Background: an optimization exercise with open tools, aiming at small area. Do not read the settings as production practice. Function was checked by simulation only, so behaviour that the tests miss may differ from the original. The flow treats the clock pin as an ideal source, which a real chip does not have.

==> lagoon <==
// neuron_writeback
module neuron_writeback #(
  parameter int LANES = 16,
  parameter int DW    = 16,
  parameter int AW    = 16,
  parameter int ROWS  = 4
) (
  input  logic                  clk,
  input  logic                  reset,
  input  logic [DW-1:0]         neuron_in,
  input  logic                  neuron_valid,
  input  logic                  layer_start,
  input  logic [AW-1:0]         base_addr,
  input  logic                  layer_flush,
  input  logic                  bram_wr_ready,
  output logic                  bram_wr_en,
  output logic [AW-1:0]         bram_wr_addr,
  output logic [LANES*DW-1:0]   bram_wr_data,
  output logic [LANES-1:0]      bram_wr_mask,
  output logic                  busy,
  output logic                  overflow,
  output logic [AW-1:0]         rows_written
);
==> module neuron_writeback, before the edit <==
module neuron_writeback #(
  parameter int LANES = 16,
  parameter int DW    = 16,
  parameter int AW    = 16,
  parameter int ROWS  = 4
) (
  input  logic                  clk,
  input  logic                  reset,
  input  logic [DW-1:0]         neuron_in,
  input  logic                  neuron_valid,
  input  logic                  layer_start,
  input  logic [AW-1:0]         base_addr,
  input  logic                  layer_flush,
  input  logic                  bram_wr_ready,
  output logic                  bram_wr_en,
  output logic [AW-1:0]         bram_wr_addr,
  output logic [LANES*DW-1:0]   bram_wr_data,
  output logic [LANES-1:0]      bram_wr_mask,
  output logic                  busy,
  output logic                  overflow,
  output logic [AW-1:0]         rows_written
);
  localparam int LW    = $clog2(LANES);
  localparam int PW    = $clog2(ROWS);
  localparam int SLOTS = ROWS + 1;
  localparam int SW    = $clog2(SLOTS);
  localparam logic [LW-1:0] LAST_LANE  = LW'(LANES - 1);
  localparam logic [PW:0]   FIFO_DEPTH = (PW+1)'(ROWS);
  localparam logic [SW-1:0] LAST_SLOT  = SW'(SLOTS - 1);
  logic [LW-1:0]         lane_cnt;
  logic [AW-1:0]         addr_r;       
  logic                  overflow_r;
  logic [AW-1:0]         rows_r;
  logic [DW-1:0]         slot_data [SLOTS][LANES];
  logic [SW-1:0]         wr_slot, rd_slot;
  logic [AW-1:0]         meta_addr [ROWS];
  logic [LW-1:0]         meta_last [ROWS];   
  logic [PW-1:0]         wr_ptr, rd_ptr;
  logic [PW:0]           count;
  logic                  empty, full;
  logic [LW-1:0]         lane_eff;
  logic [AW-1:0]         addr_eff;
  logic [LW-1:0]         last_n;
  logic                  row_done;
  logic                  push;
  logic                  push_ok;
  logic                  drop;
  logic                  pop;
  assign empty = (count == '0);
  assign full  = (count == FIFO_DEPTH);
  assign lane_eff = layer_start ? '0 : lane_cnt;
  assign addr_eff = layer_start ? base_addr : addr_r;
  assign row_done = neuron_valid && (lane_eff == LAST_LANE);
  assign push     = row_done || (layer_flush && (neuron_valid || (lane_eff != '0)));
  assign last_n   = neuron_valid ? lane_eff : lane_eff - LW'(1);
  assign pop     = bram_wr_en && bram_wr_ready;
  assign push_ok = push && (!full || pop);
  assign drop    = push && full && !pop;
  always_ff @(posedge clk) begin
    if (reset) begin
      lane_cnt   <= '0;
      addr_r     <= '0;
      overflow_r <= 1'b0;
      rows_r     <= '0;
    end else begin
      if (push) begin
        lane_cnt <= '0;
        addr_r   <= addr_eff + AW'(1);
      end else begin
        lane_cnt <= lane_eff + LW'(neuron_valid);
        addr_r   <= addr_eff;
      end
      overflow_r <= (layer_start ? 1'b0 : overflow_r) | drop;
      rows_r     <= (layer_start ? '0 : rows_r) + AW'(pop);
    end
  end
  always_ff @(posedge clk) begin
    if (reset) begin
      wr_slot <= '0;
      rd_slot <= '0;
      wr_ptr  <= '0;
      rd_ptr  <= '0;
      count   <= '0;
    end else begin
      if (push_ok) begin
        wr_slot <= (wr_slot == LAST_SLOT) ? '0 : wr_slot + SW'(1);
        wr_ptr  <= wr_ptr + PW'(1);
      end
      if (pop) begin
        rd_slot <= (rd_slot == LAST_SLOT) ? '0 : rd_slot + SW'(1);
        rd_ptr  <= rd_ptr + PW'(1);
      end
      count <= count + (PW+1)'(push_ok) - (PW+1)'(pop);
    end
  end
  logic [LANES-1:0] lane_we [SLOTS];
  always_comb
    for (int s = 0; s < SLOTS; s++)
      for (int i = 0; i < LANES; i++)
        lane_we[s][i] = neuron_valid && (wr_slot == SW'(s)) && (lane_eff == LW'(i));
  for (genvar s = 0; s < SLOTS; s++) begin : g_slot
    for (genvar i = 0; i < LANES; i++) begin : g_lane
      nw_hold_reg #(.W(DW)) u_reg (
        .clk(clk), .load(lane_we[s][i]), .keep(!lane_we[s][i]),
        .d(neuron_in), .q(slot_data[s][i])
      );
    end
  end
  always_ff @(posedge clk) begin
    if (push_ok) begin
      meta_addr[wr_ptr] <= addr_eff;
      meta_last[wr_ptr] <= last_n;
    end
  end
  logic [LW-1:0]         head_last;
  logic [LANES-1:0]      head_mask;
  logic [SLOTS-1:0]      rd_oh;
  logic [LANES-1:0]      sel [SLOTS];
  for (genvar i = 0; i < LANES; i++) begin : g_rd
    nw_lane_rd #(.DW(DW)) u_rd (
      .d0(slot_data[0][i]), .d1(slot_data[1][i]), .d2(slot_data[2][i]),
      .d3(slot_data[3][i]), .d4(slot_data[4][i]),
      .s({sel[4][i], sel[3][i], sel[2][i], sel[1][i], sel[0][i]}),
      .q(bram_wr_data[i*DW +: DW])
    );
  end
  always_comb begin
    head_last = meta_last[rd_ptr];
    for (int i = 0; i < LANES; i++)
      head_mask[i] = (LW'(i) <= head_last);
    for (int s = 0; s < SLOTS; s++) begin
      rd_oh[s] = (rd_slot == SW'(s));
      sel[s]   = rd_oh[s] ? head_mask : '0;
    end
    bram_wr_en   = !empty;
    bram_wr_addr = meta_addr[rd_ptr];
    bram_wr_mask = head_mask;
    busy         = (lane_cnt != '0) || !empty;
    overflow     = overflow_r;
    rows_written = rows_r;
  end
endmodule
==> module nw_lane_rd, before the edit <==
module nw_lane_rd #(
  parameter int DW = 16
) (
  input  logic [DW-1:0] d0, d1, d2, d3, d4,
  input  logic [4:0]    s,
  output logic [DW-1:0] q
);
  assign q = (d0 & {DW{s[0]}}) | (d1 & {DW{s[1]}}) | (d2 & {DW{s[2]}}) |
             (d3 & {DW{s[3]}}) | (d4 & {DW{s[4]}});
endmodule
==> module nw_hold_reg, before the edit <==
module nw_hold_reg #(
  parameter int W = 16
) (
  input  logic         clk,
  input  logic         load,
  input  logic         keep,
  input  logic [W-1:0] d,
  output logic [W-1:0] q
);
  always_ff @(posedge clk)
    q <= (d & {W{load}}) | (q & {W{keep}});
endmodule
clock: 6.0 ns
lec_check: 0
cap_margin: 20
core_margin: 2
core_utilization: 55
slew_margin: 20
synth_hierarchical: 1
synth_minimum_keep_size: 0
standard.sh (not shown) runs the stock make flow with config.mk's settings and CLKGATE_MAP_FILE= SYNTH_SCRIPT=/design/flow/synth_recipe.tcl, a recipe that flattens the netlist after the stock synthesis.
==> flow/flow/run.sh <==
#!/bin/bash
# Standard ORFS layout with two changes to how cells are chosen:
#  - port buffers use the smallest buffer (buf_1) instead of the resizer's default pick
#  - CTS clusters up to 30 sinks per clkbuf_16 leaf buffer and adds no dummy loads
set -euo pipefail
export BUFFER_PORTS_ARGS="-buffer_cell sky130_fd_sc_hd__buf_1"
export CTS_ARGS="-sink_clustering_enable -repair_clock_nets -dont_use_dummy_load -buf_list sky130_fd_sc_hd__clkbuf_16 -sink_clustering_size 30 -sink_clustering_max_diameter 100"
bash standard.sh finish > standard.log 2>&1
==> inputs of cedar, as changes to lagoon <==
--- a/flow/design.v
+++ b/flow/design.v
@@ -93,18 +93,11 @@
       count <= count + (PW+1)'(push_ok) - (PW+1)'(pop);
     end
   end
-  logic [LANES-1:0] lane_we [SLOTS];
-  always_comb
+  always_ff @(posedge clk) begin
     for (int s = 0; s < SLOTS; s++)
       for (int i = 0; i < LANES; i++)
-        lane_we[s][i] = neuron_valid && (wr_slot == SW'(s)) && (lane_eff == LW'(i));
-  for (genvar s = 0; s < SLOTS; s++) begin : g_slot
-    for (genvar i = 0; i < LANES; i++) begin : g_lane
-      nw_hold_reg #(.W(DW)) u_reg (
-        .clk(clk), .load(lane_we[s][i]), .keep(!lane_we[s][i]),
-        .d(neuron_in), .q(slot_data[s][i])
-      );
-    end
+        if (neuron_valid && (wr_slot == SW'(s)) && (lane_eff == LW'(i)))
+          slot_data[s][i] <= neuron_in;
   end
   always_ff @(posedge clk) begin
     if (push_ok) begin
@@ -116,14 +109,6 @@
   logic [LANES-1:0]      head_mask;
   logic [SLOTS-1:0]      rd_oh;
   logic [LANES-1:0]      sel [SLOTS];
-  for (genvar i = 0; i < LANES; i++) begin : g_rd
-    nw_lane_rd #(.DW(DW)) u_rd (
-      .d0(slot_data[0][i]), .d1(slot_data[1][i]), .d2(slot_data[2][i]),
-      .d3(slot_data[3][i]), .d4(slot_data[4][i]),
-      .s({sel[4][i], sel[3][i], sel[2][i], sel[1][i], sel[0][i]}),
-      .q(bram_wr_data[i*DW +: DW])
-    );
-  end
   always_comb begin
     head_last = meta_last[rd_ptr];
     for (int i = 0; i < LANES; i++)
@@ -131,6 +116,12 @@
     for (int s = 0; s < SLOTS; s++) begin
       rd_oh[s] = (rd_slot == SW'(s));
       sel[s]   = rd_oh[s] ? head_mask : '0;
+    end
+    for (int i = 0; i < LANES; i++) begin
+      bram_wr_data[i*DW +: DW] = '0;
+      for (int s = 0; s < SLOTS; s++)
+        bram_wr_data[i*DW +: DW] = bram_wr_data[i*DW +: DW] |
+                                   (slot_data[s][i] & {DW{sel[s][i]}});
     end
     bram_wr_en   = !empty;
     bram_wr_addr = meta_addr[rd_ptr];
@@ -140,25 +131,3 @@
     rows_written = rows_r;
   end
 endmodule
-module nw_lane_rd #(
-  parameter int DW = 16
-) (
-  input  logic [DW-1:0] d0, d1, d2, d3, d4,
-  input  logic [4:0]    s,
-  output logic [DW-1:0] q
-);
-  assign q = (d0 & {DW{s[0]}}) | (d1 & {DW{s[1]}}) | (d2 & {DW{s[2]}}) |
-             (d3 & {DW{s[3]}}) | (d4 & {DW{s[4]}});
-endmodule
-module nw_hold_reg #(
-  parameter int W = 16
-) (
-  input  logic         clk,
-  input  logic         load,
-  input  logic         keep,
-  input  logic [W-1:0] d,
-  output logic [W-1:0] q
-);
-  always_ff @(posedge clk)
-    q <= (d & {W{load}}) | (q & {W{keep}});
-endmodule
==> flow/run.sh (new file) <==
#!/bin/bash
# synth_recipe.tcl (not shown) runs the flow's synth.tcl, then flattens the netlist and writes it again
# the make line also repeats each setting of config.mk as NAME=value (left out here)
make -C /OpenROAD-flow-scripts/flow DESIGN_CONFIG=/design/flow/config.mk WORK_HOME=/design/flow/orfs CLKGATE_MAP_FILE= SYNTH_SCRIPT=/design/flow/synth_recipe.tcl finish
CORE_UTILIZATION = 30   (was 55)
SYNTH_HIERARCHICAL = default   (was 1)
SYNTH_MINIMUM_KEEP_SIZE = default   (was 0)
removed: flow/flow/run.sh
removed: flow/standard.sh
==> results.txt <==
- Non-clock buffer count: lagoon is lower than cedar (57).
- Of lagoon and cedar, cedar has the higher clock-buffer cell count (gap 135).
- In critical path depth, lagoon and cedar do not differ.
- Against cedar, the via count of lagoon is higher by about 28%.
- In lagoon the global-route usage is higher than in cedar, by 15 points.

## static timing again, ports no longer ideal
In the flow no input, the clock included, has a driving cell. The finished layouts below were timed again as built, in two steps.
Step 1, drivers: a clkbuf_16 drives clk and a buf_2 each remaining input, both assumed.
Step 2, shift: input delay + t, output delay - t, t = (earliest + latest rising clock arrival at the registers) / 2. This alone moves slack from input paths to output paths.
a / b / c = no drivers / after step 1 / after step 2; a / b = the first two.
run	t (ns)	setup WS [ns]	worst setup path after step 2	latest minus earliest clock arrival (ns)	pins driven straight from the clock port
lagoon	0.755	0.291 / 0.219 / 0.974	register to output	0.026 / 0.026	1
cedar	0.837	0.317 / 0.247 / 1.084	register to output	0.047 / 0.047	1
After both steps every run listed still meets setup and hold.
